From an optimization exercise on the open Yosys and OpenROAD flow, aimed at small area, a short achievable clock period and few clock cycles per item; shortcuts taken in it are not production practice. RTL that was checked went through simulation tests only; none was proved equivalent to the original. For runs 1 and 5, only the layout was checked, not whether the RTL still works.

==> design/flow/design.v <==
module lbm_macroscopic #(
  parameter int GRID_DIM        = 256,
  parameter int DATA_WIDTH      = 64,
  parameter int FRACTIONAL_BITS = 56,
  parameter int ADDRESS_WIDTH   = $clog2(GRID_DIM),
  parameter int DATA_WIDTH_F    = 9*DATA_WIDTH
) (
  input  logic                     CLOCK_50,
  input  logic                     RESET,
  input  logic                     in_valid,
  output logic                     in_ready,
  input  logic [DATA_WIDTH_F-1:0]  fin,
  input  logic [ADDRESS_WIDTH-1:0] in_addr,
  output logic                     out_valid,
  input  logic                     out_ready,
  output logic [DATA_WIDTH-1:0]    rho,
  output logic [DATA_WIDTH-1:0]    ux,
  output logic [DATA_WIDTH-1:0]    uy,
  output logic [ADDRESS_WIDTH-1:0] out_addr,
  output logic                     div_zero,
  output logic                     sat,
  output logic                     frame_done
);
  localparam logic [ADDRESS_WIDTH-1:0] LAST = ADDRESS_WIDTH'(GRID_DIM-1);
  function automatic [2:0] ctz8(input [7:0] d);
    ctz8 = d[0] ? 3'd0 : d[1] ? 3'd1 : d[2] ? 3'd2 : d[3] ? 3'd3 :
           d[4] ? 3'd4 : d[5] ? 3'd5 : d[6] ? 3'd6 : 3'd7;
  endfunction
  logic       rd_run;       
  logic [3:0] sc;           
  logic       hold_s;       
  logic       vb, vc, vd;   
  logic [3:0] ib, ic, id;   
  logic [1:0] post;         
  logic       full;         
  logic       load;
  logic [7:0] fd [9];       
  logic [9:0]  r3a, r3b, r3c;   
  logic [10:0] ex, ey;          
  logic [7:0]  mdx, mdy;        
  logic [63:0] rr;          
  logic [63:0] r3;          
  logic [63:0] vx, vy;      
  logic [7:0]  vlox, vloy;  
  logic [3:0]  cr;          
  logic [1:0]  c3;          
  logic [2:0]  cx, cy;      
  logic        bx, by;      
  logic        nx, ny;      
  logic        zx, zy;      
  logic        ltx, lty;    
  logic        gex, gey;    
  logic        rnz;         
  logic        tf;          
  logic [5:0]  t;           
  logic [ADDRESS_WIDTH-1:0] addr_s;
  logic        firstc, firstd;
  logic [2:0]  dic, did;
  logic [11:0] rs;
  logic [11:0] tx, ty;
  logic [9:0]  t3;
  logic [8:0]  dx, dy;
  logic [7:0]  csub;
  logic [7:0]  r7;
  logic        bz, skipb, dz_s;
  assign dic    = ic[2:0];
  assign did    = id[2:0];
  assign firstc = dic == 3'd0;
  assign firstd = did == 3'd0;
  assign bz     = tf & (t[5:3] != 3'b111);
  always_comb begin
    rs = 12'(r3a) + 12'(r3b) + 12'(r3c) + (firstc ? 12'd0 : 12'(cr));
    tx = ((ic[3] & nx) ? -{ex[10], ex} : {ex[10], ex}) +
         (firstc ? 12'd0 : {{9{cx[2]}}, cx});
    ty = ((ic[3] & ny) ? -{ey[10], ey} : {ey[10], ey}) +
         (firstc ? 12'd0 : {{9{cy[2]}}, cy});
    t3 = 10'(rr[63:56]) + 10'({rr[62:56], firstd ? 1'b0 : rr[55]}) +
         (firstd ? 10'd0 : 10'(c3));
    csub = firstd ? rr[63:56] : 8'd0;
    dx = {1'b0, mdx} - {1'b0, nx ? csub : 8'd0} - 9'(firstd ? (nx & bz) : bx);
    dy = {1'b0, mdy} - {1'b0, ny ? csub : 8'd0} - 9'(firstd ? (ny & bz) : by);
    r7 = {rr[0], firstd ? 7'd0 : rr[63:57]};
  end
  assign dz_s  = rr[63] | ~rnz;
  assign skipb = dz_s | ((ltx | zx) & (lty | zy));
  always_ff @(posedge CLOCK_50 or negedge RESET) begin
    if (!RESET) begin
      rd_run   <= 1'b0;
      sc       <= '0;
      in_ready <= 1'b0;
      vb       <= 1'b0;
      vc       <= 1'b0;
      vd       <= 1'b0;
      ib       <= '0;
      ic       <= '0;
      id       <= '0;
      hold_s   <= 1'b0;
      post     <= '0;
      full     <= 1'b0;
    end else begin
      vb       <= rd_run;
      vc       <= vb;
      vd       <= vc;
      ib       <= sc;
      ic       <= ib;
      id       <= ic;
      in_ready <= rd_run && sc == 4'd14;
      if (rd_run) begin
        sc <= sc + 4'd1;
        if (sc == 4'd15) rd_run <= 1'b0;
      end else if (in_valid && !hold_s) begin
        rd_run <= 1'b1;
      end
      if (rd_run && sc == 4'd15) hold_s <= 1'b1;
      else if (load)             hold_s <= 1'b0;
      if (vd && id == 4'd15) post <= 2'd1;
      else if (post == 2'd1)  post <= skipb ? 2'd0 : 2'd2;
      else if (post == 2'd2)  post <= 2'd0;
      if ((post == 2'd1 && skipb) || post == 2'd2) full <= 1'b1;
      else if (load)                               full <= 1'b0;
    end
  end
  always_ff @(posedge CLOCK_50) begin
    for (int k = 0; k < 9; k++) fd[k] <= fin[k*64 + 8*sc[2:0] +: 8];
    if (rd_run && sc == 4'd15) addr_s <= in_addr;
    r3a <= 10'(fd[0]) + 10'(fd[1]) + 10'(fd[2]);
    r3b <= 10'(fd[3]) + 10'(fd[4]) + 10'(fd[5]);
    r3c <= 10'(fd[6]) + 10'(fd[7]) + 10'(fd[8]);
    ex  <= 11'(fd[1]) + 11'(fd[5]) + 11'(fd[8]) - 11'(fd[3]) - 11'(fd[6]) - 11'(fd[7]);
    ey  <= 11'(fd[2]) + 11'(fd[5]) + 11'(fd[6]) - 11'(fd[4]) - 11'(fd[7]) - 11'(fd[8]);
    if (vc) begin
      cx  <= tx[10:8];
      cy  <= ty[10:8];
      mdx <= tx[7:0];
      mdy <= ty[7:0];
      if (!ic[3]) begin
        cr <= rs[11:8];
        rr <= {rs[7:0], rr[63:8]};
        if (firstc) rnz <= |rs[7:0];
        else        rnz <= rnz | (|rs[7:0]);
        if (firstc || !tf) begin
          tf <= |rs[7:0];
          t  <= {dic, ctz8(rs[7:0])};
        end
        if (dic == 3'd7) begin
          nx <= tx[7];
          ny <= ty[7];
        end
      end
    end
    if (vd && !id[3]) begin
      r3 <= {t3[7:0], r3[63:8]};
      c3 <= t3[9:8];
    end
    if (vd && id[3]) begin
      rr <= {rr[7:0], rr[63:8]};
      vx <= {dx[7:0], vx[63:8]};
      vy <= {dy[7:0], vy[63:8]};
      bx <= dx[8];
      by <= dy[8];
      if (did == 3'd7) begin
        zx <= nx & dx[8];
        zy <= ny & dy[8];
      end
      ltx <= (dx[7:0] < rr[7:0]) | ((dx[7:0] == rr[7:0]) & ~firstd & ltx);
      lty <= (dy[7:0] < rr[7:0]) | ((dy[7:0] == rr[7:0]) & ~firstd & lty);
      gex <= (mdx > r7) | ((mdx == r7) & (firstd | gex));
      gey <= (mdy > r7) | ((mdy == r7) & (firstd | gey));
    end else if (post[1]) begin
      vx   <= {8'd0, vx[63:8]};
      vy   <= {8'd0, vy[63:8]};
    end
    if (vd && id[3] && firstd) begin
      vlox <= '0;
      vloy <= '0;
    end else if (post[1]) begin
      vlox <= vx[7:0];
      vloy <= vy[7:0];
    end
  end
  logic        busy, ov;
  logic [5:0]  cnt;         
  logic [63:0] dvs, d3;     
  logic [63:0] remx, remy, ax_q, ay_q;
  logic        ngx, ngy, stx, sty, zrx, zry, lq1, lq2;
  logic [5:0]  td;
  logic        fst, lst;
  logic [5:0]  pn1, pn2;
  logic        lb1, lb2;
  logic        sat_x, sat_y, top_x, top_y;
  assign load = full & ~busy & (~ov | out_ready);
  assign sat_x = ~dz_s & gex & (rr[62:57] == 6'd0);
  assign sat_y = ~dz_s & gey & (rr[62:57] == 6'd0);
  assign top_x = skipb & nx & ~(dz_s | zx);
  assign top_y = skipb & ny & ~(dz_s | zy);
  assign fst = cnt == 6'd32;
  assign lst = cnt == 6'd1;
  function automatic [65:0] step2(input [63:0] r, input [63:0] d, input [63:0] d3v,
                                  input b1, input b2, input neg, input st,
                                  input zr, input f, input l);
    logic        s, ns, s1, q1, q2, o1, o2;
    logic [63:0] r1, ca, cb, base, r2;
    s    = r[63];
    ns   = ~s;
    r1   = {r[62:0], b1} + (s ? d : ~d) + 64'(ns);
    s1   = r1[63];
    base = {r[61:0], b1, b2};
    ca   = base + (s ? d : ~d3v) + 64'(ns);      
    cb   = base + (s ? d3v : ~d) + 64'(ns);      
    r2   = s1 ? cb : ca;
    q1   = ~s1;
    q2   = ~r2[63];
    if (st) begin
      o1 = neg ? f : ~f;
      o2 = neg ? l : 1'b1;
    end else begin
      o1 = ~zr & (q1 ^ neg);
      o2 = ~zr & (q2 ^ neg);
    end
    step2 = {r2, o1, o2};
  endfunction
  logic [65:0] nx2, ny2;
  assign nx2 = step2(remx, dvs, d3, ax_q[63] | (ngx & lq1), ax_q[62] | (ngx & lq2),
                     ngx, stx, zrx, fst, lst);
  assign ny2 = step2(remy, dvs, d3, ay_q[63] | (ngy & lq1), ay_q[62] | (ngy & lq2),
                     ngy, sty, zry, fst, lst);
  assign pn1 = 6'(2*cnt - 6'd3);
  assign pn2 = 6'(2*cnt - 6'd4);
  assign lb1 = (pn1 < 6'd56) & (dvs[pn1] ^ (pn1 > td));
  assign lb2 = (pn2 < 6'd56) & (dvs[pn2] ^ (pn2 > td));
  always_ff @(posedge CLOCK_50 or negedge RESET) begin
    if (!RESET) begin
      busy       <= 1'b0;
      ov         <= 1'b0;
      cnt        <= '0;
      frame_done <= 1'b0;
    end else begin
      frame_done <= ov & out_ready & (out_addr == LAST);
      if (load) begin
        busy <= ~dz_s;
        ov   <= dz_s;
        cnt  <= skipb ? 6'd28 : 6'd32;
      end else begin
        if (ov && out_ready) ov <= 1'b0;
        if (busy) begin
          cnt <= cnt - 6'd1;
          if (lst) begin
            busy <= 1'b0;
            ov   <= 1'b1;
          end
        end
      end
    end
  end
  always_ff @(posedge CLOCK_50) begin
    if (load) begin
      dvs      <= rr;
      d3       <= r3;
      ax_q     <= {vlox, 48'd0, {8{top_x}}};
      ay_q     <= {vloy, 48'd0, {8{top_y}}};
      ngx      <= nx;
      ngy      <= ny;
      stx      <= sat_x;
      sty      <= sat_y;
      zrx      <= dz_s | zx;
      zry      <= dz_s | zy;
      td       <= t;
      lq1      <= skipb & (rr[55] ^ (t < 6'd55));
      lq2      <= skipb & (rr[54] ^ (t < 6'd54));
      out_addr <= addr_s;
      div_zero <= dz_s;
      sat      <= sat_x | sat_y;
    end else if (busy) begin
      ax_q <= {ax_q[61:0], nx2[1:0]};
      ay_q <= {ay_q[61:0], ny2[1:0]};
      lq1  <= lb1;
      lq2  <= lb2;
    end
  end
  always_ff @(posedge CLOCK_50) begin
    remx <= load ? vx : nx2[65:2];
    remy <= load ? vy : ny2[65:2];
  end
  assign out_valid = ov;
  assign rho = dvs;
  assign ux  = ax_q;
  assign uy  = ay_q;
endmodule
==> design/flow/flow/run.sh <==
#!/bin/bash
set -euo pipefail
bash standard.sh 'BUFFER_PORTS_ARGS=-buffer_cell sky130_fd_sc_hd__buf_1' finish > make_finish.log 2>&1
==> design/flow/standard.sh <==
#!/bin/bash
# synth_recipe.tcl (not shown) runs the flow's synth.tcl, then flattens the netlist and writes it again
# the make line also repeats each setting of config.mk as NAME=value (left out here)
make -C /OpenROAD-flow-scripts/flow DESIGN_CONFIG=/design/flow/config.mk WORK_HOME=/design/flow/orfs CLKGATE_MAP_FILE= SYNTH_SCRIPT=/design/flow/synth_recipe.tcl "${@:-finish}"
==> design/flow/config.mk <==
export PLATFORM = sky130hd
export DESIGN_NAME = lbm_macroscopic
export DESIGN_NICKNAME = lbm_macroscopic
export VERILOG_FILES = /design/flow/design.v
export SDC_FILE = /design/flow/constraint.sdc
export NUM_CORES = 4
export LEC_CHECK = 0
export CAP_MARGIN = 20
export CORE_MARGIN = 2
export CORE_UTILIZATION = 40
export SETUP_SLACK_MARGIN = 5
export SLEW_MARGIN = 20
==> design/flow/constraint.sdc <==
create_clock -name core_clock -period 8.0 [get_ports {CLOCK_50}]
set_input_delay 1.6000 -clock core_clock [delete_from_list [all_inputs] [get_ports {CLOCK_50}]]
set_output_delay 1.6000 -clock core_clock [all_outputs]
set_load 0.01 [all_outputs]
==> reports/results.ini, run 1 <==
[clocking]
htreeDepth=3
cts_buffer_depth=3
clock_latency_ns=0.76
clockRootBuffer=clkbuf_16
clkTransAtPathRegs_ns=0.06
cts_tree=done
numCtsBuffers=100
cts.sinks=892

[sta]
finalHoldViolCount=0
skew_ns=0.0772
slew_headroom_pct=29.7
hold_slack_ns=0.352
rsz0062_at_grt=yes
setup_viol=0
tightest_slew_ns=1.05
period_share_pct=55.0
finalMaxSlewViolations=0
fin_setup_tns_ns=0
fin_crit_ns=4.40
max_freq_ghz=0.227

[logic_synthesis]
syn_area_per_cell_um2=10.1
syn_area_mm2=0.0614
synth_edf_count=494
yosysWarnings=2
ys_ff_latch=892
synthesis.instances=6054
ys.flop_type=edfxtp_1
ys_async_sr_fraction_pct=3.81
synth.distinct_cells=93
synth_nets=7307
synth-seq-area-share_pct=37.4

[outcome]
outcome=complete, no violations

[die]
rows=143
die_w_um=396
num_io_pins=793
core_area_mm2=0.152
die_height_um=396
dieArea_mm2=0.157
initial_core_util_pct=40.3

[cells_and_area]
design_area_mm2=0.0814
final_cells=9506
fill_cells=13500
regArea_mm2=0.0230
final_nets=8615
area_growth_syn_to_layout_pct=32.6
final_common_cell=buf_1
multi_input_area_mm2=0.0403
drive_above_1_share_pct=25.1
final_cell_mix=749 x buf_1, 494 x edfxtp_1, 484 x nand2_1

[worst_setup_path]
worstPathCellList=buf_6 > buf_12 > buf_16 > a21oi_2 > fa_2 > nand3b_1 > a211oi_4 > o31ai_4 > a2111oi_4 > o2111ai_2 > a21oi_2 > a211oi_4 > o41ai_2 > xnor2_1 > mux2i_2 > buf_4 > mux2_4 > o311ai_2
path_max_fanout=7
startpoint_type=register
end_kind=register
critical_path_buf_inv_count=4
arrival_ns=4.96
slowest_stage=dfxtp_4
required_ns=8.56
critical-path-top-delay-family=compound AO/OA/AOI/OAI gates
worst-setup-path-type=reg -> reg
cpPeakStageDelay_ns=0.45

[global_route]
grt_usage_pct=31.0
grt_max_degree=121
grt_pass1_vias=53700
grt-ovfl-total=0
antenna_found_initial=14
grt_first_pass_wirelength_mm=358

[detailed_routing]
drt_first_pass_iters=6
drtIter0Drc=4307
wl_per_cell_um=26.8
via_count=55000
routed_wl_mm=255
antenna_left=0
viasPerCell=5.79
route.detailed.drc=0

[placed_design]
dp_hpwl_mm=187
dpl-instance-area_mm2=0.0671
place_congestion=1.00
port_buffers=792
dp_cells=8649

[flow_run]
cap_violations=0

[worst_hold_path]
min_path_type=reg -> reg

-- final cells by class --
type                            count  area share, %
Inverter                          383           1.83
Timing Repair Buffer             1464           12.9
Sequential cell                   892           28.3
Antenna cell                       27         0.0830
Clock buffer                      129           3.41
Multi-Input combinational cell   4518           49.5
Tap cell                         2030           3.12
Timing Repair inverter              3         0.0338
Clock inverter                     60          0.871
-- synth_stat cells (10+ instances only) --
cell type  instances  area, um^2
and2_1            43         269
fa_1             122        2440
a21o_1           187        1400
o221ai_1          15         131
nor2_1           339        1270
a211o_1           11        96.3
o21bai_1          87         653
dfrtp_1           34         851
ha_1             543        6790
mux2i_1          149        1490
dfxtp_1          364        7290
nand3_1           74         370
nand2_1          519        1950
nand2b_1          45         282
o21ai_1           10        50.1
clkbuf_1         224         841
nor2b_1           36         225
o21a_1            33         248
a22o_1           115        1010
buf_1             37         139
o22ai_1           16         100
and4_1            19         166
mux2_2            77         867
nor3_1            39         195
or3_1             16         100
a211oi_1          23         173
nor4_1            21         131
a31oi_1           60         375
inv_1            382        1430
a21oi_1          558        2790
a31o_2            10        87.6
o211ai_1          23         173
xnor2_1          340        2980
o21ai_0          391        1960
edfxtp_1         494       14800
xor2_1           133        1160
o31ai_1           14         105
nand4_1           84         526
and3_1            39         244
mux4_2           164        3690
-- state kept, by name (all words and copies together) (netlist names), 10 cells and up --
name  cells
r3b      10
remy     64
fd       72
ex       11
r3c      10
rr       64
d3       64
remx     64
vx       64
vy       64
dvs      64
r3a      10
ax_q     64
ay_q     64
r3       64
ey       11
-- per-stage QoR --
stage          util [%]  setup slack (ns)
4_1_cts            51.4              3.69
3_5_place_dp       44.0              2.45
5_1_grt            53.5              3.43
2_1_floorplan         -              4.01
6_report           53.5              3.60
3_3_place_gp       44.0              2.51
-- layer usage --
metal  global-route usage (%)  vias to the layer above  wire length, um
met3                     4.48                      764            16000
li1                         -                    24900                -
met5                        0                        -                0
met2                     52.4                     2494           123000
met4                     22.8                        0            22000
met1                     35.9                    26900            94500
-- cell families (layout without fill, tap and decap cells) --
group | after synthesis | in the layout | share of synthesized area, %
AOI/OAI and AO/OA | 1679 | 1679 | 17.2
xor gates and xnor gates | 473 | 473 | 6.74
adders and majority gates | 665 | 665 | 15.0
buffers and inverters | 647 | 2039 | 3.96
DFF | 892 | 892 | 37.4
muxes | 392 | 392 | 9.89
other | 0 | 27 | 0
and+or+nand+nor | 1306 | 1309 | 9.74
-- final timing paths --
kind | cells past startpoint | start | slack, ns | end
worst min register to register | 0 | vb | 0.35 | vc
max in group asynchronous | 2 | RESET | 6.56 | busy
worst min-delay path | 0 | vb | 0.35 | vc
worst max-delay path | 18 | remy[63] | 3.60 | ay_q[0]
min in group asynchronous | 2 | RESET | 0.95 | vd
worst max register to register | 18 | remy[63] | 3.60 | ay_q[0]
-- worst register-to-register path, cell delays in order, from the launching register on --
cell and delay, ns:
dfxtp_4 0.45, buf_6 0.14, buf_12 0.12, buf_16 0.12
a21oi_2 0.06, fa_2 0.35, nand3b_1 0.23, a211oi_4 0.31
o31ai_4 0.16, a2111oi_4 0.42, o2111ai_2 0.22, a21oi_2 0.31
a211oi_4 0.13, o41ai_2 0.25, xnor2_1 0.13, mux2i_2 0.14
buf_4 0.18, mux2_4 0.31, o311ai_2 0.20
-- timing repair --
action,4_1_cts,5_1_grt
endpoints found under the hold margin,0,0
gates resized for setup,752,418
endpoints found under the setup margin,444,397
hold buffers,0,0
buffers inserted,438,159
pin swaps,319,317
cloned,33,11
==> run 2, diff against run 1 <==
--- a/design/flow/design.v
+++ b/design/flow/design.v
@@ -196,4 +196,18 @@
   assign fst = cnt == 6'd32;
   assign lst = cnt == 6'd1;
+  function automatic [63:0] add64(input [63:0] a, input [63:0] b, input ci);
+    logic [63:0] g, p, x;
+    g = a & b;
+    p = a ^ b;
+    x = p;
+    g[0] = g[0] | (p[0] & ci);
+    for (int l = 0; l < 6; l++)
+      for (int j = 0; j < 64; j++)
+        if ((j >> l) % 2 == 1) begin
+          g[j] = g[j] | (p[j] & g[((j >> l) << l) - 1]);
+          p[j] = p[j] & p[((j >> l) << l) - 1];
+        end
+    add64 = x ^ {g[62:0], ci};
+  endfunction
   function automatic [65:0] step2(input [63:0] r, input [63:0] d, input [63:0] d3v,
                                   input b1, input b2, input neg, input st,
@@ -203,9 +217,9 @@
     s    = r[63];
     ns   = ~s;
-    r1   = {r[62:0], b1} + (s ? d : ~d) + 64'(ns);
+    r1   = add64({r[62:0], b1}, s ? d : ~d, ns);
     s1   = r1[63];
     base = {r[61:0], b1, b2};
-    ca   = base + (s ? d : ~d3v) + 64'(ns);      
-    cb   = base + (s ? d3v : ~d) + 64'(ns);      
+    ca   = add64(base, s ? d : ~d3v, ns);      
+    cb   = add64(base, s ? d3v : ~d, ns);      
     r2   = s1 ? cb : ca;
     q1   = ~s1;
--- a/design/flow/config.mk
+++ b/design/flow/config.mk
@@ -9,4 +9,5 @@
 export CORE_MARGIN = 2
 export CORE_UTILIZATION = 40
-export SETUP_SLACK_MARGIN = 5
+export CTS_BUF_LIST = sky130_fd_sc_hd__clkbuf_4 sky130_fd_sc_hd__clkbuf_8
+export SETUP_SLACK_MARGIN = 3.5
 export SLEW_MARGIN = 20
==> run 2 against run 1 <==
  * Die area decreased by 6.3%
  * Still clean
  * Fmax decreased by 1.1%
  * Critical path type unchanged
  * Final area decreased by 17%
  * Sequential cell count unchanged
  * Register-to-register slack got worse by 0.05 ns
==> reports/results.ini, run 2 <==
[logic_synthesis]
synth_edf_count=494  ; unchanged
ys_async_sr_fraction_pct=3.81  ; unchanged
synth_most_common_cell=ha_1
syn_area_mm2=0.0575  ; -6.4%
syn_area_per_cell_um2=11.0  ; +8.4%
synth_nets=6499  ; -11%
yosysWarnings=2  ; unchanged
ys_top_cells_by_count=543 x ha_1, 494 x edfxtp_1, 372 x inv_1, 364 x dfxtp_1
synth_top_area_cell=edfxtp_1
synth.distinct_cells=99  ; +6.5%
synth_top_area_share_pct=25.8  ; +1.6 points
ys.flop_type=edfxtp_1
synth.area.top_cells=edfxtp_1 26%, dfxtp_1 13%, ha_1 12%
ys_ff_latch=892  ; unchanged
synth-seq-area-share_pct=39.9  ; +2.5 points
synthesis.instances=5230  ; -14%

[global_route]
grt-ovfl-total=0  ; unchanged
grt_pass1_vias=44800  ; -17%
grt_max_degree=118  ; -2.5%
antenna_found_initial=17  ; +3
grt_usage_pct=26.5  ; -4.6 points
grt_first_pass_wirelength_mm=288  ; -19%

[worst_setup_path]
worstRegToRegCells=15  ; -3
slowest_stage=o21ai_0
timing.rr.start=remy[63]
worst-setup-path-type=reg -> reg
critical-path-top-delay-family=compound AO/OA/AOI/OAI gates
end_kind=register
worstPathCellList=buf_4 > buf_16 > o21ai_0 > ha_1 > and4_1 > and3_1 > nand3_1 > nor4_2 > o211ai_1 > a31oi_4 > a21oi_4 > a21oi_2 > mux2i_2 > mux2_2 > nor2_1
r2r_end=ay_q[0]
cpPeakStageDelay_ns=0.47  ; +0.02 ns
critical_path.endpoint=ay_q[0]
critical_path_buf_inv_count=2  ; -2
arrival_ns=5.18  ; +0.22 ns
required_ns=8.73  ; +0.17 ns
r2r_slack_ns=3.55  ; -0.05 ns
startpoint_type=register
cp.depth=15  ; -3
startpoint=remy[63]
path_max_fanout=34  ; +27

[sta]
period_share_pct=55.6  ; +0.63 points
finalMaxSlewViolations=0  ; unchanged
fin_crit_ns=4.45  ; +0.0501 ns
slew_headroom_pct=29.4  ; -0.31 points
skew_ns=0.0684  ; -0.00884 ns
rsz0062_at_grt=yes
fin_setup_tns_ns=0  ; unchanged
finalHoldViolCount=0  ; unchanged
max_freq_ghz=0.225  ; -1.1%
tightest_slew_ns=1.06  ; +0.00472 ns
setup_viol=0  ; unchanged

[placed_design]
dp_hpwl_mm=155  ; -17%
place_congestion=0.959  ; -4.2%
port_buffers=792  ; unchanged

[cells_and_area]
drive_above_1_share_pct=12.8  ; -12 points
largest_register=fd
final_common_cell=buf_1
area_growth_syn_to_layout_pct=17.7
largest_reg_flops=72  ; unchanged
final_cell_mix=791 x buf_1, 543 x ha_1, 494 x edfxtp_1
final_nets=7381  ; -14%

[clocking]
clkTransAtPathRegs_ns=0.06  ; about the same
cts_tree=done
clockRootBuffer=clkbuf_8
clock_latency_ns=0.91  ; +0.15 ns
htreeDepth=4  ; +1
cts_buffer_depth=3  ; unchanged
cts.sinks=892  ; unchanged
numCtsBuffers=163  ; +63%

[detailed_routing]
drtIter0Drc=3007  ; -30%
via_count=45100  ; -18%
drt_first_pass_iters=5  ; -1
wl_per_cell_um=24.5  ; -8.7%
viasPerCell=5.52  ; -4.6%
route.detailed.drc=0  ; unchanged
antenna_left=0  ; unchanged
routed_wl_mm=200  ; -22%

[die]
core_area_mm2=0.143  ; -6.0%
die_height_um=383  ; -3.2%
initial_core_util_pct=40.2  ; -0.16 points
die_w_um=383  ; -3.2%
num_io_pins=793  ; unchanged
rows=139  ; -2.8%
dieArea_mm2=0.147  ; -6.3%

[worst_hold_path]
min_path_type=reg -> reg
min_from=vb

[flow_run]
cap_violations=0  ; unchanged

[outcome]
outcome=complete, no violations

run 2: metrics by stage:
step	setup slack [ns]	hold slack, ns	utilization (%)	cells	instance area (um^2)
2_1_floorplan	3.59	0.331	-	5230	57500
3_3_place_gp	2.43	0.333	43.8	7787	62700
3_5_place_dp	2.27	0.336	43.8	7787	62700
4_1_cts	3.45	0.348	46.9	8124	67100
5_1_grt	3.41	0.356	47.3	8162	67700
6_report	3.55	0.346	47.3	8165	67700
run 2: final cells by class:
cell class | count | area [um^2]
inverter | 374 | 1430
antenna | 11 | 27.5
clock buffer | 244 | 3010
multi-input combinational | 3778 | 33000
tap | 1903 | 2380
sequential | 892 | 23000
fill | 13400 | 75400
timing repair buffer | 903 | 4260
clock inverter | 60 | 569
run 2: logic make-up after synthesis:
| group | share of synthesized area [%] |
|---|---|
| AND/OR/NAND/NOR | 8.17 |
| XOR/XNOR | 6.15 |
| AO/OA/AOI/OAI | 14.5 |
| adder cells (fa/ha/maj) | 16.6 |
| flip-flops | 39.9 |
| buffers and inverters | 3.68 |
| multiplexers | 11.0 |
run 2: repair_timing:
action,CTS,global route
cloned,9,2
buffers inserted,24,28
endpoints found under the setup margin,133,118
pin swaps,16,36
resized for setup,80,70
hold buffers,0,0
run 2: worst min-delay path by stage:
stage,slack (ns),endpoint,cells past startpoint
CTS,0.35,ic[2],0
global placement,0.33,ic[2],0
floorplan,0.33,ic[0],0
detailed placement,0.34,ic[2],0
global route,0.36,vc,0
finish,0.35,vc,0
run 2: routing by layer:
| layer | share of wire, % | wire length, um | global-route usage (%) |
|---|---|---|---|
| met5 | 0.013 | 27 | 0 |
| met1 | 40 | 79300 | 31.8 |
| met4 | 4.3 | 8610 | 11.1 |
| met2 | 51 | 102000 | 47.4 |
| met3 | 4.8 | 9660 | 3.47 |
Testbench counts of run 2, summed over its fixed seeds: cycles 11,312, items 384.
==> run 3, diff against run 2 <==
--- a/design/flow/config.mk
+++ b/design/flow/config.mk
@@ -9,5 +9,4 @@
 export CORE_MARGIN = 2
 export CORE_UTILIZATION = 40
-export CTS_BUF_LIST = sky130_fd_sc_hd__clkbuf_4 sky130_fd_sc_hd__clkbuf_8
 export SETUP_SLACK_MARGIN = 3.5
 export SLEW_MARGIN = 20
==> run 3 against run 2 <==
  * Still clean on timing, DRC and antenna
  * Utilization fell by 0.068 points
  * Sequential cell count did not move
  * Via count fell by 0.71%
  * Fmax barely moved
  * Cell count fell by 1.4%
==> reports/results.ini, run 3 <==
[logic_synthesis]
synth_top_area_share_pct=25.8  ; unchanged
ys_async_sr_fraction_pct=3.81  ; unchanged
ys_top_cells_by_count=543 x ha_1, 494 x edfxtp_1, 372 x inv_1, 364 x dfxtp_1
synth.area.top_cells=edfxtp_1 26%, dfxtp_1 13%, ha_1 12%
yosysWarnings=2  ; unchanged
synthesis.instances=5230  ; unchanged
syn_area_per_cell_um2=11.0  ; unchanged
syn_area_mm2=0.0575  ; unchanged
synth_nets=6499  ; unchanged
synth-seq-area-share_pct=39.9  ; unchanged
ys_ff_latch=892  ; unchanged
ys.flop_type=edfxtp_1
synth_edf_count=494  ; unchanged
synth_top_area_cell=edfxtp_1
synth_most_common_cell=ha_1
synth.distinct_cells=99  ; unchanged

[die]
dieArea_mm2=0.147  ; unchanged
rows=139  ; unchanged
die_height_um=383  ; unchanged
initial_core_util_pct=40.2  ; unchanged
num_io_pins=793  ; unchanged
core_area_mm2=0.143  ; unchanged
die_w_um=383  ; unchanged

[sta]
finalMaxSlewViolations=0  ; unchanged
fin_crit_ns=4.45  ; +0.000470 ns
fin_ws_ns=3.55  ; -0.000470 ns
skew_ns=0.0447  ; -0.0236 ns
slew_headroom_pct=28.6  ; -0.80 points
hold_slack_ns=0.343  ; -0.00317 ns
setup_viol=0  ; unchanged
period_share_pct=55.6  ; about the same
max_freq_ghz=0.225  ; about the same
tightest_slew_ns=1.07  ; +0.0120 ns
fin_setup_tns_ns=0  ; unchanged
finalHoldViolCount=0  ; unchanged
rsz0062_at_grt=yes

[cells_and_area]
final_cell_mix=791 x buf_1, 542 x ha_1, 494 x edfxtp_1
area_growth_syn_to_layout_pct=17.5
fill_cells=13400  ; -0.20%
final_common_cell=buf_1
regArea_mm2=0.0230  ; unchanged
multi_input_area_mm2=0.0330  ; -0.13%
largest_register=fd
final_nets=7316  ; -0.88%
drive_above_1_share_pct=10.8  ; -1.9 points
largest_reg_flops=72  ; unchanged

[worst_setup_path]
cpPeakStageDelay_ns=0.51  ; +0.04 ns
arrival_ns=5.05  ; -0.13 ns
worst-setup-path-type=reg -> reg
end_kind=register
required_ns=8.60  ; -0.13 ns
startpoint_type=register
critical_path_buf_inv_count=5  ; +3
worstPathCellList=buf_16 > buf_12 > bufbuf_16 > xnor2_1 > ha_1 > a21o_1 > a21oi_1 > nor2b_1 > o31a_1 > o31ai_2 > nand4_1 > xnor2_4 > inv_1 > buf_4 > nor3_1 > a311o_1 > o21a_1
path_max_fanout=37  ; +8.8%
slowest_stage=buf_4
critical-path-top-delay-family=compound AO/OA/AOI/OAI gates

[global_route]
grt-ovfl-total=0  ; unchanged
grt_first_pass_wirelength_mm=287  ; -0.57%
grt_usage_pct=26.3  ; -0.19 points
antenna_found_initial=17  ; unchanged
grt_max_degree=118  ; unchanged
grt_pass1_vias=44100  ; -1.5%

[placed_design]
dp_slack_ns=2.27  ; unchanged
place_congestion=0.959  ; unchanged
dp_hpwl_mm=155  ; unchanged
port_buffers=792  ; unchanged

[detailed_routing]
drt_first_pass_iters=5  ; unchanged
viasPerCell=5.56  ; +0.75%
route.detailed.drc=0  ; unchanged
drtIter0Drc=3095  ; +2.9%
wl_per_cell_um=24.8  ; +1.2%
via_count=44800  ; -0.71%
antenna_left=0  ; unchanged
routed_wl_mm=200  ; -0.25%

[clocking]
clockRootBuffer=clkbuf_16
clkTransAtPathRegs_ns=0.06  ; about the same
cts.sinks=892  ; unchanged
numCtsBuffers=103  ; -37%
cts_buffer_depth=3  ; unchanged
htreeDepth=3  ; -1
clock_latency_ns=0.74  ; -0.17 ns
cts-hold-fix-buffers=0  ; unchanged
cts_tree=done

[worst_hold_path]
min_path_type=reg -> reg

[flow_run]
cap_violations=0  ; unchanged

[outcome]
outcome=complete, no violations

## run 3: cell counts after synthesis
Identical to the previous run, type by type.
## run 3: worst paths after layout
path / start / slack [ns] / end / cells past startpoint
max reg2reg: remx[63] / 3.55 / remx[14] / 17
max: remx[63] / 3.55 / remx[14] / 17
min in group asynchronous: RESET / 1.02 / frame_done / 1
min reg2reg: vb / 0.34 / vc / 0
min: vb / 0.34 / vc / 0
max in group asynchronous: RESET / 6.28 / busy / 1
## run 3: cell type report
cell class,count,share of cell area (%)
timing repair buffer,898,6.28
tap,1903,3.52
multi-input combinational,3778,48.8
antenna,6,0.0222
inverter,374,2.11
sequential,892,34.0
clock inverter,55,0.933
clock buffer,141,4.33
## run 3: cell families (layout without fill, tap and decap cells)
group / Yosys count / count (layout) / synth area share, %
flops: 892 / 892 / 39.9
fa+ha+maj: 681 / 681 / 16.6
buf+inv: 561 / 1468 / 3.68
other cells: 0 / 6 / 0
mux: 414 / 414 / 11.0
simple gates: 1010 / 1011 / 8.17
compound gates: 1268 / 1268 / 14.5
xor+xnor: 404 / 404 / 6.15
## run 3: repair_timing
action                     CTS  global route
pin swaps                   15            35
setup endpoints to repair  134            79
gates cloned                 8             4
setup buffers               21            25
resized for setup           78            61
## run 3: routing by layer
metal  part of all wire, %  up-vias  wire length, um  GRT usage [%]
met2                    51     1416           102000           47.1
met5                 0.021        -               41              0
met3                   4.6      356             9160           3.10
met1                    40    22100            79600           32.0
li1                      -    20900                -              -
met4                   4.5        6             8900           10.4
## run 3: through the flow
stage	area, um^2	std cells	util (%)
final	67600	8047	47.2
after floorplan	57500	5230	-
after global routing	67600	8047	47.2
after global placement	62700	7787	43.8
after CTS	67000	8012	46.8
after detailed placement	62700	7787	43.8
## run 3: worst reg2reg max path, delay by kind of cell, from the launching register on
kind                     cells  cell delay [ns]
AO/OA/AOI/OAI                6             1.39
buffers and inverters        5             1.28
AND/OR/NAND/NOR              3             0.55
flip-flops                   1             0.44
XOR/XNOR                     2             0.41
adder cells (fa/ha/maj)      1             0.27
==> run 4, diff against run 3 <==
--- a/design/flow/config.mk
+++ b/design/flow/config.mk
@@ -8,5 +8,6 @@
 export CAP_MARGIN = 20
 export CORE_MARGIN = 2
-export CORE_UTILIZATION = 40
-export SETUP_SLACK_MARGIN = 3.5
+export CORE_UTILIZATION = 55
+export SETUP_SLACK_MARGIN = 3.8
 export SLEW_MARGIN = 20
+export TNS_END_PERCENT = 10
==> run 4 against run 3 <==
  * Hold slack improved by 0.0035 ns
  * Die area fell by 27%
  * Cell count fell by 6.6%
  * Via count rose by 2.1%
  * Global-route usage rose by 11 points
  * Clock skew fell by 0.0044 ns
  * Critical path depth rose by 1
==> reports/results.ini, run 4 <==
[outcome]
outcome=complete, no violations

[detailed_routing]
drtIter0Drc=4092  ; +32%
met3_length_mm=17.6  ; +92%
via_count=45700  ; +2.1%
drt_first_pass_iters=7  ; +2
wl_met1_mm=79.9  ; +0.43%
routed_wl_mm=203  ; +1.9%
viasPerCell=6.08  ; +9.3%
route.detailed.drc=0  ; unchanged
wl_per_cell_um=27.1  ; +9.1%
top_layer=met5
wl_met2_mm=91.8  ; -9.9%
antenna_left=0  ; unchanged

[clocking]
cts-hold-fix-buffers=0  ; unchanged
cts.sinks=892  ; unchanged
htreeDepth=3  ; unchanged
cts_tree=done
clock_latency_ns=0.70  ; -0.04 ns
cts_buffer_depth=3  ; unchanged
clockRootBuffer=clkbuf_16
numCtsBuffers=96  ; -6.8%
clkTransAtPathRegs_ns=0.06  ; about the same

[logic_synthesis]
ys_ff_latch=892  ; unchanged
synth_simple_gate_area_share_pct=8.17  ; unchanged
ys_async_sr_fraction_pct=3.81  ; unchanged
synth_compound_area_share_pct=14.5  ; unchanged
synth_most_common_cell=ha_1
synth_top_area_share_pct=25.8  ; unchanged
syn_area_per_cell_um2=11.0  ; unchanged
synth_top_family_by_area=adder cells
yosys.area_share.xor_xnor_pct=6.15  ; unchanged
synth.distinct_cells=99  ; unchanged
yosysWarnings=2  ; unchanged
synth_nets=6499  ; unchanged
synth.area.top_cells=edfxtp_1 26%, dfxtp_1 13%, ha_1 12%
ys.flop_type=edfxtp_1
synth_top_area_cell=edfxtp_1
synthAdderAreaFrac_pct=16.6  ; unchanged
syn_area_mm2=0.0575  ; unchanged
synth.area.mux_share_pct=11.0  ; unchanged
synth_edf_count=494  ; unchanged
synth-seq-area-share_pct=39.9  ; unchanged
synthesis.instances=5230  ; unchanged
ys_top_cells_by_count=543 x ha_1, 494 x edfxtp_1, 372 x inv_1, 364 x dfxtp_1

[cells_and_area]
multi_input_area_mm2=0.0330  ; about the same
fill_cells=8484  ; -37%
largest_register=fd
final_common_cell=buf_1
final_nets=7318  ; +0.027%
area_growth_syn_to_layout_pct=16.1
regArea_mm2=0.0230  ; about the same
drive_above_1_share_pct=10.8  ; about the same
largest_reg_flops=72  ; unchanged
final_cell_mix=791 x buf_1, 542 x ha_1, 494 x edfxtp_1

[worst_setup_path]
end_kind=register
path_max_fanout=3  ; -92%
worst-setup-path-type=reg -> reg
required_ns=8.57  ; -0.03 ns
arrival_ns=5.01  ; -0.04 ns
startpoint_type=register
r2r_slack_ns=3.57  ; +0.02 ns

[sta]
tightest_slew_ns=1.03  ; -0.0379 ns
period_share_pct=55.4  ; -0.21 points
setup_viol=0  ; unchanged
slew_headroom_pct=31.2  ; +2.5 points
finalHoldViolCount=0  ; unchanged
rsz0062_at_grt=yes
max_freq_ghz=0.226  ; +0.39%
skew_ns=0.0404  ; -0.00437 ns
finalMaxSlewViolations=0  ; unchanged
fin_setup_tns_ns=0  ; unchanged
fin_crit_ns=4.43  ; -0.0172 ns

[global_route]
grt-ovfl-total=0  ; unchanged
grt_usage_pct=37.2  ; +11 points
grt_first_pass_wirelength_mm=292  ; +1.8%
grt_max_degree=112  ; -5.1%
grt_pass1_vias=45100  ; +2.1%
antenna_found_initial=28  ; +11

[placed_design]
place_congestion=0.994  ; +3.6%
dp_hpwl_mm=162  ; +4.5%
port_buffers=792  ; unchanged

[die]
die_height_um=327  ; -15%
rows=118  ; -15%
initial_core_util_pct=55.5  ; +15 points
die_w_um=327  ; -15%
dieArea_mm2=0.107  ; -27%
num_io_pins=793  ; unchanged
core_area_mm2=0.104  ; -28%

[worst_hold_path]
min_path_type=reg -> reg

[flow_run]
cap_violations=0  ; unchanged

-- run 4: cell counts after synthesis --
Identical to the previous run, type by type.
-- run 4: area by class of cell --
class	count	share of cell area, %
Multi-Input combinational cell	3777	49.4
Sequential cell	892	34.4
Timing Repair Buffer	908	6.38
Clock buffer	131	3.99
Tap cell	1380	2.59
Inverter	374	2.13
Clock inverter	51	1.01
Antenna cell	6	0.0225
-- run 4: path summary, 6_finish.rpt --
| check | startpoint | end | depth (start not counted) |
|---|---|---|---|
| max | ngx | remx[63] | 18 |
| min | vb | vc | 0 |
| max reg2reg | ngx | remx[63] | 18 |
| min reg2reg | vb | vc | 0 |
| max in group asynchronous | RESET | sc[0] | 1 |
| min in group asynchronous | RESET | frame_done | 1 |
-- run 4: worst max-delay path: stages, from the launching register on --
cell and delay [ns]:
edfxtp_1 0.51, a21oi_4 0.25, buf_6 0.14, xor2_2 0.13, ha_2 0.19, o21bai_4 0.12
fa_2 0.24, a21o_1 0.16, and4_4 0.23, o31a_4 0.16, o31a_4 0.16, nand4_4 0.13
a2111oi_4 0.57, o2111ai_2 0.24, o21ai_2 0.26, xnor2_2 0.10, buf_6 0.14, mux2_4 0.27
mux2_4 0.30
-- run 4: kinds of logic (layout without fill, tap and decap cells) --
| family | Yosys count | after routing |
|---|---|---|
| other | 0 | 6 |
| AOI/OAI and AO/OA | 1268 | 1268 |
| buffers and inverters | 561 | 1464 |
| xor gates and xnor gates | 404 | 404 |
| muxes | 414 | 414 |
| DFF | 892 | 892 |
| and+or+nand+nor | 1010 | 1010 |
| adders and majority gates | 681 | 681 |
-- run 4: through the flow --
stage	setup WS, ns	cell area (um^2)	instances	hold WS (ns)	util (%)
after floorplan	3.59	57500	5230	0.331	-
after global placement	2.16	61900	7248	0.331	59.7
after detailed placement	2.35	61900	7248	0.335	59.7
after CTS	3.61	66300	7487	0.348	64.0
after global routing	3.46	66800	7516	0.351	64.4
final	3.57	66800	7519	0.346	64.4
-- run 4: repair_timing --
action | 4_1_cts | 5_1_grt
gates resized for setup | 92 | 57
setup buffers | 54 | 24
pin swaps | 38 | 34
endpoints found under the setup margin | 140 | 136
gates cloned | 3 | 1
-- run 4: routing by layer --
metal	global-route usage (%)	up-vias
met3	9.04	490
met1	47.1	22400
met4	21.9	14
met2	57.9	1961
li1	-	20900
met5	0	-
==> run 5, diff against run 4 <==
--- a/design/flow/design.v
+++ b/design/flow/design.v
@@ -41,4 +41,5 @@
   logic [63:0] rr;          
   logic [63:0] r3;          
+  logic [1:0]  r3h;         
   logic [63:0] vx, vy;      
   logic [7:0]  vlox, vloy;  
@@ -152,4 +153,5 @@
       r3 <= {t3[7:0], r3[63:8]};
       c3 <= t3[9:8];
+      if (did == 3'd7) r3h <= t3[9:8];
     end
     if (vd && id[3]) begin
@@ -181,6 +183,8 @@
   logic        busy, ov;
   logic [5:0]  cnt;         
-  logic [63:0] dvs, d3;     
-  logic [63:0] remx, remy, ax_q, ay_q;
+  logic [63:0] dvs;         
+  logic [65:0] d3;          
+  logic [62:0] remx, remy;
+  logic [63:0] ax_q, ay_q;
   logic        ngx, ngy, stx, sty, zrx, zry, lq1, lq2;
   logic [5:0]  td;
@@ -196,33 +200,36 @@
   assign fst = cnt == 6'd32;
   assign lst = cnt == 6'd1;
-  function automatic [63:0] add64(input [63:0] a, input [63:0] b, input ci);
-    logic [63:0] g, p, x;
-    g = a & b;
-    p = a ^ b;
+  function automatic [63:0] sub66(input [65:0] a, input [65:0] b);
+    logic [65:0] g, p, x, bn;
+    bn = ~b;
+    g = a & bn;
+    p = a ^ bn;
     x = p;
-    g[0] = g[0] | (p[0] & ci);
-    for (int l = 0; l < 6; l++)
-      for (int j = 0; j < 64; j++)
+    g[0] = g[0] | p[0];                   
+    for (int l = 0; l < 7; l++)
+      for (int j = 0; j < 66; j++)
         if ((j >> l) % 2 == 1) begin
           g[j] = g[j] | (p[j] & g[((j >> l) << l) - 1]);
           p[j] = p[j] & p[((j >> l) << l) - 1];
         end
-    add64 = x ^ {g[62:0], ci};
+    sub66 = {g[65], x[62:0] ^ {g[61:0], 1'b1}};
   endfunction
-  function automatic [65:0] step2(input [63:0] r, input [63:0] d, input [63:0] d3v,
+  function automatic [64:0] step2(input [62:0] r, input [63:0] d, input [65:0] d3v,
                                   input b1, input b2, input neg, input st,
                                   input zr, input f, input l);
-    logic        s, ns, s1, q1, q2, o1, o2;
-    logic [63:0] r1, ca, cb, base, r2;
-    s    = r[63];
-    ns   = ~s;
-    r1   = add64({r[62:0], b1}, s ? d : ~d, ns);
-    s1   = r1[63];
-    base = {r[61:0], b1, b2};
-    ca   = add64(base, s ? d : ~d3v, ns);      
-    cb   = add64(base, s ? d3v : ~d, ns);      
-    r2   = s1 ? cb : ca;
-    q1   = ~s1;
-    q2   = ~r2[63];
+    logic        ge1, ge2, ge3, q1, q2, o1, o2;
+    logic [65:0] r4;
+    logic [63:0] t1, t2, t3;
+    logic [62:0] rn;
+    r4  = {1'b0, r, b1, b2};
+    t1  = sub66(r4, {2'b0, d});
+    t2  = sub66(r4, {1'b0, d, 1'b0});
+    t3  = sub66(r4, d3v);
+    ge1 = t1[63];
+    ge2 = t2[63];
+    ge3 = t3[63];
+    rn  = ge3 ? t3[62:0] : ge2 ? t2[62:0] : ge1 ? t1[62:0] : r4[62:0];
+    q1  = ge2;
+    q2  = ge1 ^ ge2 ^ ge3;
     if (st) begin
       o1 = neg ? f : ~f;
@@ -232,7 +239,7 @@
       o2 = ~zr & (q2 ^ neg);
     end
-    step2 = {r2, o1, o2};
+    step2 = {rn, o1, o2};
   endfunction
-  logic [65:0] nx2, ny2;
+  logic [64:0] nx2, ny2;
   assign nx2 = step2(remx, dvs, d3, ax_q[63] | (ngx & lq1), ax_q[62] | (ngx & lq2),
                      ngx, stx, zrx, fst, lst);
@@ -270,5 +277,5 @@
     if (load) begin
       dvs      <= rr;
-      d3       <= r3;
+      d3       <= {r3h, r3};
       ax_q     <= {vlox, 48'd0, {8{top_x}}};
       ay_q     <= {vloy, 48'd0, {8{top_y}}};
@@ -293,6 +300,6 @@
   end
   always_ff @(posedge CLOCK_50) begin
-    remx <= load ? vx : nx2[65:2];
-    remy <= load ? vy : ny2[65:2];
+    remx <= load ? vx[62:0] : nx2[64:2];
+    remy <= load ? vy[62:0] : ny2[64:2];
   end
   assign out_valid = ov;
--- a/design/flow/config.mk
+++ b/design/flow/config.mk
@@ -8,5 +8,5 @@
 export CAP_MARGIN = 20
 export CORE_MARGIN = 2
-export CORE_UTILIZATION = 55
+export CORE_UTILIZATION = 40
 export SETUP_SLACK_MARGIN = 3.8
 export SLEW_MARGIN = 20
==> run 5 against run 4 <==
  * Still clean on timing, DRC and antenna
  * Worst setup slack gained 0.075 ns
  * Clock-buffer cell count is 9 higher
  * Sequential cell count up 2
  * Sequential share of layout area down 1.5 points
  * Critical endpoint is now remx[55]
==> reports/results.ini, run 5 <==
[detailed_routing]
drt_first_pass_iters=6  ; -1
drtIter0Drc=5016  ; +23%
antenna_left=0  ; unchanged
routed_wl_mm=250  ; +23%
wl_per_cell_um=29.9  ; +10%
via_count=49100  ; +7.3%
route.detailed.drc=0  ; unchanged
viasPerCell=5.86  ; -3.6%

[die]
core_area_mm2=0.145  ; +40%
initial_core_util_pct=40.2  ; -15 points
num_io_pins=793  ; unchanged
rows=140  ; +19%
die_height_um=386  ; +18%
dieArea_mm2=0.149  ; +39%
die_w_um=386  ; +18%

[sta]
slew_headroom_pct=25.7  ; -5.5 points
fin_crit_ns=4.36  ; -0.0747 ns
max_freq_ghz=0.229  ; +1.7%
finalHoldViolCount=0  ; unchanged
rsz0062_at_grt=yes
fin_setup_tns_ns=0  ; unchanged
tightest_slew_ns=1.11  ; +0.0822 ns
setup_viol=0  ; unchanged
finalMaxSlewViolations=0  ; unchanged
period_share_pct=54.5  ; -0.93 points
skew_ns=0.0885  ; +0.0481 ns

[worst_setup_path]
critical_path_buf_inv_count=4  ; +2
path_max_fanout=6  ; +3
startpoint_type=register
r2r_slack_ns=3.64  ; +0.07 ns
cpPeakStageDelay_ns=0.55  ; -0.02 ns
worstRegToRegCells=16  ; -2
r2r_end=remx[55]
worst-setup-path-type=reg -> reg
timing.rr.start=dvs[14]
critical-path-top-delay-family=compound AO/OA/AOI/OAI gates
required_ns=8.59  ; +0.02 ns
arrival_ns=4.95  ; -0.06 ns
slowest_stage=a2111oi_4
worstPathCellList=inv_2 > ha_4 > nand4_1 > o41ai_2 > a211oi_2 > buf_4 > a2111oi_4 > o2111ai_4 > a21o_1 > o211ai_4 > buf_12 > and2_4 > buf_12 > mux2i_1 > mux2i_1 > a221o_1
end_kind=register

[global_route]
grt_first_pass_wirelength_mm=340  ; +17%
grt_pass1_vias=46300  ; +2.7%
grt_max_degree=117  ; +4.5%
grt-ovfl-total=0  ; unchanged
grt_usage_pct=32.3  ; -4.9 points
antenna_found_initial=47  ; +68%

[logic_synthesis]
synth_top_area_share_pct=25.6  ; -0.17 points
ys_top_cells_by_count=551 x ha_1, 498 x edfxtp_1, 458 x inv_1, 431 x a21oi_1, 362 x dfxtp_1
syn_area_per_cell_um2=10.9  ; -1.2%
synth-seq-area-share_pct=39.5  ; -0.44 points
synth.area.top_cells=edfxtp_1 26%, dfxtp_1 12%, ha_1 12%
ys.flop_type=edfxtp_1
synth_nets=6658  ; +2.4%
synth_edf_count=498  ; +0.81%
synth_top_area_cell=edfxtp_1
yosysWarnings=2  ; unchanged
synth_most_common_cell=ha_1
ys_async_sr_fraction_pct=3.80  ; -0.0085 points
synthesis.instances=5371  ; +2.7%
ys_ff_latch=894  ; +0.22%
synth.distinct_cells=95  ; -4.0%
syn_area_mm2=0.0584  ; +1.5%

[clocking]
cts_tree=done
htreeDepth=3  ; unchanged
numCtsBuffers=102  ; +6.3%
cts.sinks=894  ; +0.22%
cts_buffer_depth=3  ; unchanged
clock_latency_ns=0.79  ; +0.09 ns
clkTransAtPathRegs_ns=0.06  ; about the same
clockRootBuffer=clkbuf_16

[placed_design]
place_congestion=1.01  ; +1.8%
dp_cells=7973  ; +10%
dp_hpwl_mm=197  ; +21%
port_buffers=792  ; unchanged
dpl-instance-area_mm2=0.0637  ; +2.8%

[worst_hold_path]
min_from=vb
min_to=vc
min_path_type=reg -> reg
min_path_cells=0  ; unchanged

[cells_and_area]
largest_reg_flops=72  ; unchanged
largest_register=fd
fill_cells=13300  ; +57%
reg_top3=fd: 72 flops, d3: 66 flops
final_cells=8369  ; +11%
drive_above_1_share_pct=13.1  ; +2.3 points
final_common_cell=buf_1
design_area_mm2=0.0701  ; +5.0%
final_cell_mix=791 x buf_1, 533 x ha_1, 498 x edfxtp_1
final_nets=7608  ; +4.0%
area_growth_syn_to_layout_pct=20.1
postLayoutCoreUtil_pct=48.3  ; -16 points

[flow_run]
cap_violations=0  ; unchanged

[outcome]
outcome=complete, no violations

## run 5: changes by cell type after synthesis, moves of 33 or more
cell | previous run | this run
a211oi_1 | 24 | 58
nand2_1 | 349 | 279
inv_1 | 372 | 458
mux2i_1 | 167 | 34
o22ai_1 | 8 | 44
a21oi_1 | 349 | 431
xor2_1 | 122 | 158
xnor2_1 | 282 | 249
o21ai_0 | 288 | 241
## run 5: layer usage
layer  GRT usage (%)  up-vias  part of all wire (%)
met2            52.3     2507                    47
li1                -    21900                     -
met4            20.8       24                   7.2
met3            7.72      581                   8.6
met1            38.2    24100                    37
met5           0.390        -                  0.10
## run 5: stage by stage
| step | setup WS (ns) | hold WS [ns] |
|---|---|---|
| 6_report | 3.64 | 0.350 |
| 5_1_grt | 3.57 | 0.361 |
| 4_1_cts | 3.66 | 0.351 |
| 3_5_place_dp | 2.00 | 0.337 |
| 3_3_place_gp | 2.07 | 0.335 |
| 2_1_floorplan | 3.59 | 0.331 |
## run 5: cell type report
cell class | count | area [um^2] | share of cell area (%)
antenna | 41 | 103 | 0.146
clock buffer | 140 | 2960 | 4.23
sequential | 894 | 23100 | 32.9
timing repair buffer | 1011 | 5160 | 7.37
multi-input combinational | 3853 | 34000 | 48.4
clock inverter | 54 | 674 | 0.962
inverter | 459 | 1780 | 2.54
tap | 1917 | 2400 | 3.42
## run 5: logic make-up (layout without fill, tap and decap cells)
logic type      count (synthesis)  count (layout)  share of synthesized area [%]
compound gates               1467            1467                           16.7
xor+xnor                      408             408                           6.15
fa+ha+maj                     699             699                           16.9
buf+inv                       625            1664                           4.11
flops                         894             894                           39.5
mux                           279             279                           8.47
other cells                     0              41                              0
simple gates                  999            1000                           8.21
## run 5: repair_timing
item                       CTS  global route
pin swaps                   32            67
setup endpoints to repair  138           139
gates resized for setup    137           135
cloned                       7             6
hold buffers                 0             0
setup buffers               71            77
## run 5: worst max path at each step
stage	from	to	slack (ns)	cells after the start
finish	dvs[14]	remx[55]	3.64	16
global route	dvs[14]	remx[55]	3.57	16
CTS	dvs[10]	ax_q[0]	3.66	15
detailed placement	dvs[15]	remx[21]	2.00	15
global placement	dvs[15]	remx[21]	2.07	15
floorplan	post[1]	vx[0]	3.59	2
==> run 6, diff against run 5 <==
--- a/design/flow/design.v
+++ b/design/flow/design.v
@@ -32,4 +32,5 @@
   logic       vb, vc, vd;   
   logic [3:0] ib, ic, id;   
+  logic       fb, fc, fdg;  
   logic [1:0] post;         
   logic       full;         
@@ -67,6 +68,6 @@
   assign dic    = ic[2:0];
   assign did    = id[2:0];
-  assign firstc = dic == 3'd0;
-  assign firstd = did == 3'd0;
+  assign firstc = fc;
+  assign firstd = fdg;
   assign bz     = tf & (t[5:3] != 3'b111);
   always_comb begin
@@ -96,4 +97,7 @@
       ic       <= '0;
       id       <= '0;
+      fb       <= 1'b0;
+      fc       <= 1'b0;
+      fdg      <= 1'b0;
       hold_s   <= 1'b0;
       post     <= '0;
@@ -106,4 +110,7 @@
       ic       <= ib;
       id       <= ic;
+      fb       <= sc[2:0] == 3'd0;
+      fc       <= fb;
+      fdg      <= fc;
       in_ready <= rd_run && sc == 4'd14;
       if (rd_run) begin
--- a/design/flow/config.mk
+++ b/design/flow/config.mk
@@ -8,6 +8,6 @@
 export CAP_MARGIN = 20
 export CORE_MARGIN = 2
-export CORE_UTILIZATION = 40
-export SETUP_SLACK_MARGIN = 3.8
+export CORE_UTILIZATION = 55
+export SETUP_SLACK_MARGIN = 4.3
 export SLEW_MARGIN = 20
 export TNS_END_PERCENT = 10
==> run 6 against run 5 <==
  * Still clean on timing, DRC and antenna
  * Clock-buffer cell count down 16
  * Via count up 0.96%
  * Synthesized cell count down 0.47%
  * Sequential cell count up 3
  * Final area about the same
  * Worst setup slack better by 0.29 ns
  * Utilization up 18 points
  * Clock skew down 0.040 ns
  * Register-to-register slack better by 0.29 ns
  * Critical path type unchanged
  * Critical endpoint is now ax_q[0]
  * Highest routed layer unchanged
==> reports/results.ini, run 6 <==
[outcome]
outcome=complete, no violations

[worst_setup_path]
arrival_ns=4.52  ; -0.43 ns
end_kind=register
path_max_fanout=7  ; +1
crit_path_frequent_cell=a21oi_4
worst-setup-path-type=reg -> reg
worstRegToRegCells=18  ; +2
cp.depth=18  ; +2
critical_path_buf_inv_count=3  ; -1
slowest_stage=edfxtp_1
critical-path-top-delay-family=compound AO/OA/AOI/OAI gates
cpPeakStageDelay_ns=0.51  ; -0.04 ns
required_ns=8.45  ; -0.14 ns
worstPathCellList=a21oi_4 > ha_2 > inv_2 > fa_2 > a21o_1 > nand4_1 > a21oi_2 > o211ai_1 > buf_4 > a311o_2 > a21oi_4 > a21oi_4 > buf_12 > xnor2_4 > xnor2_2 > xnor2_1 > a21oi_1 > o21ai_1
startpoint_type=register

[die]
die_w_um=329  ; -15%
initial_core_util_pct=55.4  ; +15 points
die_height_um=329  ; -15%
core_area_mm2=0.105  ; -28%
rows=119  ; -15%
num_io_pins=793  ; unchanged
dieArea_mm2=0.108  ; -27%

[logic_synthesis]
ys_top_cells_by_count=552 x ha_1, 498 x edfxtp_1, 468 x a21oi_1, 442 x inv_1, 362 x dfxtp_1
synth_top_area_cell=edfxtp_1
synth_edf_count=498  ; unchanged
synth.area.mux_share_pct=8.31  ; -0.16 points
ys.flop_type=edfxtp_1
synth.distinct_cells=100  ; +5.3%
ys_async_sr_fraction_pct=4.12  ; +0.32 points
synth_most_common_cell=ha_1
synth_top_area_share_pct=25.7  ; +0.062 points
synth_top_family_by_area=adder cells
synth_nets=6634  ; -0.36%
syn_area_mm2=0.0582  ; -0.24%
synthAdderAreaFrac_pct=16.9  ; +0.062 points
yosys.area_share.xor_xnor_pct=5.89  ; -0.25 points
synth_simple_gate_area_share_pct=8.42  ; +0.21 points
synth_compound_area_share_pct=16.6  ; -0.097 points
ys_ff_latch=897  ; +0.34%
synth-seq-area-share_pct=39.7  ; +0.22 points
synth.area.top_cells=edfxtp_1 26%, dfxtp_1 12%, ha_1 12%
yosysWarnings=2  ; unchanged
syn_area_per_cell_um2=10.9  ; +0.22%
synthesis.instances=5346  ; -0.47%

[clocking]
clockRootBuffer=clkbuf_16
numCtsBuffers=96  ; -5.9%
cts.sinks=897  ; +0.34%
cts-hold-fix-buffers=0  ; unchanged
cts_tree=done
htreeDepth=3  ; unchanged
cts_buffer_depth=3  ; unchanged
clock_latency_ns=0.73  ; -0.06 ns
clkTransAtPathRegs_ns=0.06  ; about the same

[sta]
setup_viol=0  ; unchanged
slew_headroom_pct=30.6  ; +5.0 points
rsz0062_at_grt=yes
fin_crit_ns=4.07  ; -0.290 ns
finalHoldViolCount=0  ; unchanged
max_freq_ghz=0.246  ; +7.1%
period_share_pct=50.9  ; -3.6 points
finalMaxSlewViolations=0  ; unchanged
fin_setup_tns_ns=0  ; unchanged
skew_ns=0.0484  ; -0.0401 ns
tightest_slew_ns=1.04  ; -0.0745 ns

[global_route]
grt_max_degree=141  ; +21%
grt-ovfl-total=0  ; unchanged
grt_usage_pct=40.4  ; +8.2 points
grt_pass1_vias=46200  ; -0.23%
antenna_found_initial=34  ; -28%
grt_first_pass_wirelength_mm=315  ; -7.3%

[flow_run]
cap_violations=0  ; unchanged

[worst_hold_path]
min_path_cells=0  ; unchanged
min_path_type=reg -> reg

[detailed_routing]
drt_first_pass_iters=6  ; unchanged
routed_wl_mm=228  ; -8.9%
antenna_left=0  ; unchanged
drtIter0Drc=5303  ; +5.7%
viasPerCell=6.34  ; +8.1%
via_count=49500  ; +0.96%
route.detailed.drc=0  ; unchanged
wl_per_cell_um=29.2  ; -2.4%

[cells_and_area]
final_nets=7617  ; +0.12%
drive_above_1_share_pct=15.0  ; +1.9 points
reg_top3=fd: 72 flops, d3: 66 flops
largest_reg_flops=72  ; unchanged
largest_register=fd
postLayoutCoreUtil_pct=66.7  ; +18 points
area_growth_syn_to_layout_pct=20.4
final_common_cell=buf_1
final_cell_mix=791 x buf_1, 526 x ha_1, 498 x edfxtp_1

[placed_design]
dp_hpwl_mm=172  ; -13%
place_congestion=1.02  ; +1.0%
port_buffers=792  ; unchanged

run 6: changes by cell type in the layout (fill, tap and decap cells not counted), sizes merged, moves of 16 or more:
cell | before | now
o211ai | 24 | 50
inv | 456 | 433
nand2b | 30 | 60
a21oi | 432 | 472
diode | 41 | 11
a221oi | 35 | 15
o21bai | 76 | 60
clkbuf | 146 | 130
buf | 999 | 1037
run 6: what timing repair did:
item | in CTS | in global routing
gates cloned | 17 | 7
gates resized for setup | 217 | 194
endpoints found under the setup margin | 149 | 152
pin swaps | 87 | 93
setup buffers | 136 | 67
run 6: final timing paths:
kind                             from  endpoint  slack (ns)
min in group asynchronous       RESET     id[0]        1.03
worst min-delay path            ib[1]     ic[1]        0.35
worst min register to register  ib[1]     ic[1]        0.35
worst max-delay path              ngx   ax_q[0]        3.93
worst max register to register    ngx   ax_q[0]        3.93
max in group asynchronous       RESET      busy        6.27
run 6: routing by layer:
metal / global-route usage, % / part of all wire, %
met1: 52.2 / 38
met2: 57.5 / 42
met3: 11.8 / 11
met4: 30.2 / 8.6
met5: 0 / 0.068
run 6: layout make-up:
class	instances	area [um^2]
repair buffers	1054	5940
diodes	11	27.5
flip-flops and latches	897	23200
inverters	443	1720
clock buffers	124	2620
fillers	8354	35000
well taps	1391	1740
clock inverters	57	676
multi-input cells	3837	34200
run 6: cells by family (layout without fill, tap and decap cells):
group	after synthesis	after routing
simple gates	1009	1012
compound gates	1464	1465
xor+xnor	391	391
other cells	0	11
flops	897	897
fa+ha+maj	700	700
buf+inv	616	1678
mux	269	269
run 6: worst reg2reg max path, stage by stage, from the launching register on:
cell,delay (ns)
edfxtp_1,0.51
a21oi_4,0.20
ha_2,0.20
inv_2,0.04
fa_2,0.39
a21o_1,0.20
nand4_1,0.11
a21oi_2,0.10
o211ai_1,0.20
buf_4,0.18
a311o_2,0.31
a21oi_4,0.11
a21oi_4,0.36
buf_12,0.22
xnor2_4,0.17
xnor2_2,0.14
xnor2_1,0.11
a21oi_1,0.16
o21ai_1,0.08
run 6: metrics by stage:
stage	worst slack [ns]	cell area [um^2]	instances	hold slack [ns]
final	3.93	70100	7814	0.346
after global routing	3.70	70100	7806	0.354
after CTS	4.03	68600	7729	0.349
after detailed placement	2.56	62700	7395	0.335
after global placement	2.61	62600	7395	0.332
after floorplan	3.96	58300	5346	0.331
Testbench counts of run 6, summed over its fixed seeds: cycles 11,312, items 384.

[re-timing with driven ports]
The results above use ideal ports. As a check the final layouts listed here were re-extracted and re-timed, cells and wires unchanged.
Step 1, drivers: a clkbuf_16 drives CLOCK_50 and a buf_2 each remaining input, both assumed.
Step 2, shift: input delay + t, output delay - t, t = (earliest + latest rising clock arrival at the registers) / 2. This alone moves slack from input paths to output paths.
Slacks: ideal ports / drivers / drivers and shift; pairs: ideal ports / drivers.
| run | shift t [ns] | slack for setup (ns) | hold WS [ns] | latest minus earliest clock arrival (ns) | pins driven straight from the clock port |
|---|---|---|---|---|---|
| run 1 | 0.807 | 3.600 / 3.600 / 3.600 | 0.352 / 0.352 / 0.352 | 0.078 / 0.078 | 1 |
| run 2 | 0.956 | 3.550 / 3.550 / 3.066 | 0.346 / 0.346 / 0.346 | 0.076 / 0.076 | 1 |
| run 3 | 0.800 | 3.550 / 3.550 / 3.116 | 0.343 / 0.343 / 0.343 | 0.050 / 0.050 | 1 |
| run 4 | 0.756 | 3.567 / 3.567 / 3.089 | 0.346 / 0.346 / 0.346 | 0.041 / 0.041 | 1 |
| run 5 | 0.825 | 3.641 / 3.641 / 3.588 | 0.350 / 0.350 / 0.350 | 0.092 / 0.092 | 1 |
| run 6 | 0.786 | 3.931 / 3.931 / 3.735 | 0.346 / 0.346 / 0.346 | 0.049 / 0.049 | 1 |
After both steps setup and hold are still met in every run listed. The setup slack of run 2, which loses most, moves by 0.000 ns with the drivers and by -0.484 ns with both steps.
